Source: an optimization exercise on an open RTL-to-GDS flow (aim: small area). Production flows keep margins and buffers that such runs may drop. Function was checked by simulation only, so behaviour that the tests miss may differ from the original. Power and IR drop assume default switching activity.

==> design/flow/design.v <==
package dmem_responder_pkg;
  localparam int DEPTH_DEF   = 64;
  localparam int LATENCY_DEF = 2;
  function automatic logic addrErr(input logic [31:0] addr);
    addrErr = (addr[1:0] != 2'b00) || (addr[31:8] != 24'd0);
  endfunction
endpackage
import dmem_responder_pkg::*;
module dmem_array
#(
  parameter int DEPTH = DEPTH_DEF
) (
  input  logic        clk,
  input  logic        we,
  input  logic        keep,
  input  logic [31:0] wdata,
  input  logic        load,
  input  logic        hold,
  output logic [31:0] rdata
);
  logic [DEPTH-1:0][31:0] ring;
  logic [31:0]            head;
  assign head = (wdata & {32{we}}) | (ring[DEPTH-1] & {32{keep}});
  always_ff @(posedge clk) begin
    ring <= {ring[DEPTH-2:0], head};
  end
  always_ff @(posedge clk) begin
    rdata <= (ring[DEPTH-1] & {32{load}}) | (rdata & {32{hold}});
  end
endmodule
import dmem_responder_pkg::*;
module dmem_responder
#(
  parameter int DEPTH   = DEPTH_DEF,
  parameter int LATENCY = LATENCY_DEF
) (
  input  logic        clk,
  input  logic        rst_n,
  input  logic        req_valid,
  output logic        req_ready,
  input  logic        req_write,
  input  logic [31:0] req_addr,
  input  logic [31:0] req_wdata,
  output logic        rsp_valid,
  input  logic        rsp_ready,
  output logic [31:0] rsp_rdata,
  output logic        rsp_err
);
  logic [5:0]  cnt;
  logic        clr;
  logic        vldQ;
  logic        errQ;
  logic [31:0] rdataQ;
  logic        reqErr;
  logic        hit;
  logic        accept;
  logic        memWe;
  logic        load;
  logic        keep;
  assign reqErr    = dmem_responder_pkg::addrErr(req_addr);
  assign hit       = (req_addr[7:2] == cnt);
  assign req_ready = (!vldQ || rsp_ready) && (reqErr || hit);
  assign accept    = req_valid && req_ready;
  assign memWe     = accept && req_write && !reqErr;
  assign keep      = !memWe && !clr;
  dmem_array #(.DEPTH(DEPTH)) u_array (
    .clk   (clk),
    .we    (memWe),
    .keep  (keep),
    .wdata (req_wdata),
    .load  (load),
    .hold  (!accept),
    .rdata (rdataQ)
  );
  always_ff @(posedge clk or negedge rst_n) begin
    if (!rst_n) begin
      cnt  <= '0;
      clr  <= 1'b1;
      vldQ <= 1'b0;
    end else begin
      cnt <= cnt + 1'b1;
      if (cnt == 6'd63) clr <= 1'b0;
      if (accept) vldQ <= 1'b1;
      else if (rsp_ready) vldQ <= 1'b0;
    end
  end
  assign load = accept && !req_write && !reqErr && !clr;
  always_ff @(posedge clk) begin
    errQ   <= (reqErr && accept) || (errQ && !accept);
  end
  assign rsp_valid = vldQ;
  assign rsp_rdata = rdataQ;
  assign rsp_err   = errQ;
endmodule
==> design/flow/flow/run.sh <==
#!/bin/bash
# Own layout flow: the standard layout (standard.sh) with two changes:
# the port buffers use the smallest buffer cell (buf_1), and clock-tree
# synthesis inserts no dummy loads and uses larger sink clusters.
# make's output goes to standard.log here; each ORFS step's full log is
# copied from orfs/logs/ into this folder as step_<name>.log.
set -uo pipefail
export BUFFER_PORTS_ARGS="-buffer_cell sky130_fd_sc_hd__buf_1"
export CTS_ARGS="-sink_clustering_enable -repair_clock_nets -dont_use_dummy_load -buf_list sky130_fd_sc_hd__buf_4 -sink_clustering_size 14 -sink_clustering_max_diameter 60"
bash standard.sh > standard.log 2>&1
status=$?
for f in orfs/logs/*/*/*/*.log; do
  [[ -f "$f" ]] && cp "$f" "step_$(basename "$f")"
done
exit $status
==> design/flow/standard.sh <==
#!/bin/bash
# synth_recipe.tcl (not shown) runs the flow's synth.tcl, then flattens the netlist and writes it again
# the make line also repeats each setting of config.mk as NAME=value (left out here)
make -C /OpenROAD-flow-scripts/flow DESIGN_CONFIG=/design/flow/config.mk WORK_HOME=/design/flow/orfs CLKGATE_MAP_FILE= SYNTH_SCRIPT=/design/flow/synth_recipe.tcl "${@:-finish}"
==> design/flow/config.mk <==
export PLATFORM = sky130hd
export DESIGN_NAME = dmem_responder
export DESIGN_NICKNAME = dmem_responder
export VERILOG_FILES = /design/flow/design.v
export SDC_FILE = /design/flow/constraint.sdc
export NUM_CORES = 4
export LEC_CHECK = 0
export CAP_MARGIN = 20
export CORE_MARGIN = 2
export CORE_UTILIZATION = 70
export PLACE_DENSITY = 0.75
export SLEW_MARGIN = 20
export SYNTH_HIERARCHICAL = 1
==> design/flow/constraint.sdc <==
create_clock -name core_clock -period 8.0 [get_ports {clk}]
set_input_delay 1.6000 -clock core_clock [delete_from_list [all_inputs] [get_ports {clk}]]
set_output_delay 1.6000 -clock core_clock [all_outputs]
set_load 0.01 [all_outputs]
==> key figures <==
STA
  – Tcrit/Tclk final: 56.58%
  – Relative slew margins: 44.97%
  – RSZ-0062 raised after global routing: false
  – Worst clock skew: 0.06143 ns
  – Slew of the pin with the lowest slew margin: 0.8255 ns
  – Final hold slack: ~0.25 ns
  – Fin. Hold Viols: 0
  – TNS Setup: 0 ns
  – Crit path time final: 4.526 ns
  – Fin. max-slew vios: 0
  – Final setup fails: 0
  – F_max: 0.2209 GHz

Synth
  – Synth warn: 8
  – Synth Area per Inst: around 19 um2
  – FFs w/ async S/R, synth: 0.3830%
  – Post-synthesis register bit count: 2089
  – Post-synth EDFFs: 1
  – Post-synthesis cell type count: 28
  – Cells after Synth: 2210
  – Mapped Area: 42870 um2
  – Top FF cell, synth: dfxtp_1
  – Largest area contributor in the netlist: dfxtp_1
  – Yosys top cell area share: between 90% and 100%
  – Top cells by area, synth: dfxtp_1 (97%), a22o_1 (1.3%), dfrtp_1 (0.41%), buf_6 (0.32%), xor2_1 (0.14%)
  – Total nets after synthesis: 2280
  – Post-synthesis sequential area ratio: 97.68%

Pwr
  – Cell internal pwr: 0.01147 W
  – Net Switching: 0.002708 W
  – Reg power frac: 73.3%
  – P per Cell Area: 312.4 nW/um2
  – Leakage power: ~18 nW
  – Tot Pwr: 0.01418 W
  – Sw Ratio: 19.10%
  – Worst VDD drop: 0.1854 mV
  – Clock power share: 26.5%
  – Comb pwr share: 0.2%

Setup path
  – CP endpoint kind: output port
  – WP data arrival: 2.93 ns
  – Critical Path RT: approximately 6.4 ns
  – CP max FO: 4
  – Critical path startpoint category: input port
  – CP Class: in2out

Floorplanning
  – Die W: 251.5 um
  – Initial Utilization: 70.89%
  – Number of cell rows: 90
  – DIE HEIGHT: 251.5 um
  – IO Pins: 104
  – Die Area: 63230 um2
  – Core Region: 60470 um2

Clocking
  – Setup bufs post-CTS: 0
  – Post_cts resized: 0
  – Clk buf depth: 3
  – CTS tree: built
  – CTS buffer count: 167
  – CTS sink cnt: 2089
  – Clock-pin slew on the worst setup and hold paths: 0.11 ns
  – CTS hold repair buffers: 0
  – Clk Tree Root Cell: buf_4
  – Worst-Skew Late Latency: a little under 0.9 ns
  – H-tree levels: 4

Cells and area
  – Area growth syn-to-layout: 5.890%
  – Final instance area: 45390 um2
  – Utilization after layout: 75.07%
  – Fraction of layout cells with a size suffix above 1: between 7 and 8%
  – # nets final: about 2500

Route
  – WL final: 47230 um
  – Routed vias: between 10000 and 15000
  – DR iter-0 viols: 555
  – Detailed Routing Iterations Pass 1: 4
  – Vias/cell: 4.416
  – DRC: 0
  – Per-cell routed wire length: 14.51 um
  – Post-DRT Antenna Nets: 0

GRT
  – Gr usage total: 15.89%
  – Initial antenna violation count: 8
  – Global-route wire length before repair: 78250 um
  – Vias in the first global route: 15190
  – Largest net degree at the start of global routing: 33
  – Global route overflow: 0

Placement
  – Area after DPL: 44130 um2
  – GPL Wtd Cong: 0.7406
  – Port bufs: 103
  – DPL Wire Length: 24790 um

Outcome
  – Status: complete, no violations

Run
  – Maxcap violations: 0

Hold path
  – Worst Hold Class: reg2reg
==> Yosys cell counts (2+ instances only) <==
master   number
nor2_1        3
nand2_1       2
dfrtp_1       7
xnor2_1       3
dfxtp_1    2080
nor4_1        7
xor2_1        7
a22o_1       62
buf_6        12
nand3_1       6
a22o_2        2
inv_1         3
==> flip-flops by register name, indices dropped and copies added (netlist names), named ones only <==
name and flops:
clr 1, cnt 6, u_array.rdata 32, u_array.ring 2048, vldQ 1
==> placed cells by master (no fill, tap or decap), drive strengths merged <==
master,synthesis,routed
nand3,6,6
nor4b,1,1
nand2,2,2
buf,12,273
nand4,1,1
o21ai,1,1
dfrtp,7,7
nor2,4,4
nand2b,1,1
a21boi,1,1
and3,1,1
diode,0,2
o41a,1,1
xor2,7,7
edfxtp,1,1
nor4,8,8
inv,4,4
a22o,64,64
a21o,1,1
ha,1,1
dfxtp,2080,2080
a31oi,1,1
dfstp,1,1
xnor2,3,3
a21oi,1,1
==> power groups by stage <==
stage,logic (W),clock network [W],registers (W)
after detailed placement,0.0000263,0,0.0106
after floorplan,0.00000901,0,0.0106
after global placement,0.0000254,0,0.0106
after global routing,0.0000291,0.00430,0.0104
after CTS,0.0000264,0.00392,0.0104
final,0.0000263,0.00376,0.0104
==> cells by family (layout without fill, tap and decap cells) <==
| group | Yosys count | after routing | synth area share [%] |
|---|---|---|---|
| simple gates | 24 | 24 | 0.3240 |
| flops | 2089 | 2089 | 97.68 |
| compound gates | 70 | 70 | 1.416 |
| xor+xnor | 10 | 10 | 0.2043 |
| fa+ha+maj | 1 | 1 | 0.02918 |
| other cells | 0 | 2 | 0 |
| buf+inv | 16 | 277 | 0.3502 |
==> metal layers <==
layer	GRT usage, %	routed length (um)
met5	0	80
met4	7.806	1313
met3	5.179	2466
met2	20.66	18200
met1	24.05	25160
==> metrics by stage <==
step                      cells  setup WS (ns)
final                      3255          3.474
after floorplan            2210          3.964
after global routing       3255          3.346
after global placement     3086          3.473
after detailed placement   3086          3.456
after CTS                  3253          3.451
==> worst paths after layout <==
| path | slack, ns | cells after the start | end | start |
|---|---|---|---|---|
| worst max-delay path | 3.47 | 6 | req_ready | req_addr[1] |
| worst min-delay path | 0.25 | 0 | u_array.ring[1048]$_DFF_P_ | u_array.ring[1016]$_DFF_P_ |
| worst max register to register | 5.39 | 5 | u_array.ring[0]$_DFF_P_ | cnt[2]$_DFF_PN0_ |
| worst min register to register | 0.25 | 0 | u_array.ring[1048]$_DFF_P_ | u_array.ring[1016]$_DFF_P_ |
| max in group asynchronous | 7.04 | 1 | clr$_DFFE_PN1N_ | rst_n |
| min in group asynchronous | 0.63 | 1 | cnt[4]$_DFF_PN0_ | rst_n |
==> layout make-up <==
type	instances	area, um2
fill	3438	15080
multi-input combinational	105	859.6
tap	782	978.4
sequential	2089	41870
clock buffer	167	1254
antenna	2	5.005
timing repair buffer	106	409.1
inverter	4	15.01
==> critical path: stages <==
cell and delay (ns):
buf_1 0.07, nor4_1 0.30, nand4_1 0.28, nor2_2 0.39, a21boi_1 0.13, buf_1 0.15

==> re-timing with driven ports <==
The results above use ideal ports. As a check the final layout listed here was re-extracted and re-timed, cells and wires unchanged.
Step 1: set_driving_cell puts a clkbuf_16 on clk and a buf_2 on each other input, an assumption about the parent block.
Step 2 times the ports against the registers' clock, not the clock port: input delays grow and output delays shrink by t, the midpoint of the rising clock arrivals with the driver on.
Slacks: ideal ports / drivers / drivers and shift; pairs: ideal ports / drivers.
shift t [ns]: 0.899
setup slack, ns: 3.474 / 3.453 / 3.453
pins driven straight from the clock port: 1
After both steps this run still meets setup and hold. For this run, drivers alone change the setup slack by -0.021 ns; drivers and shift together by -0.021 ns.
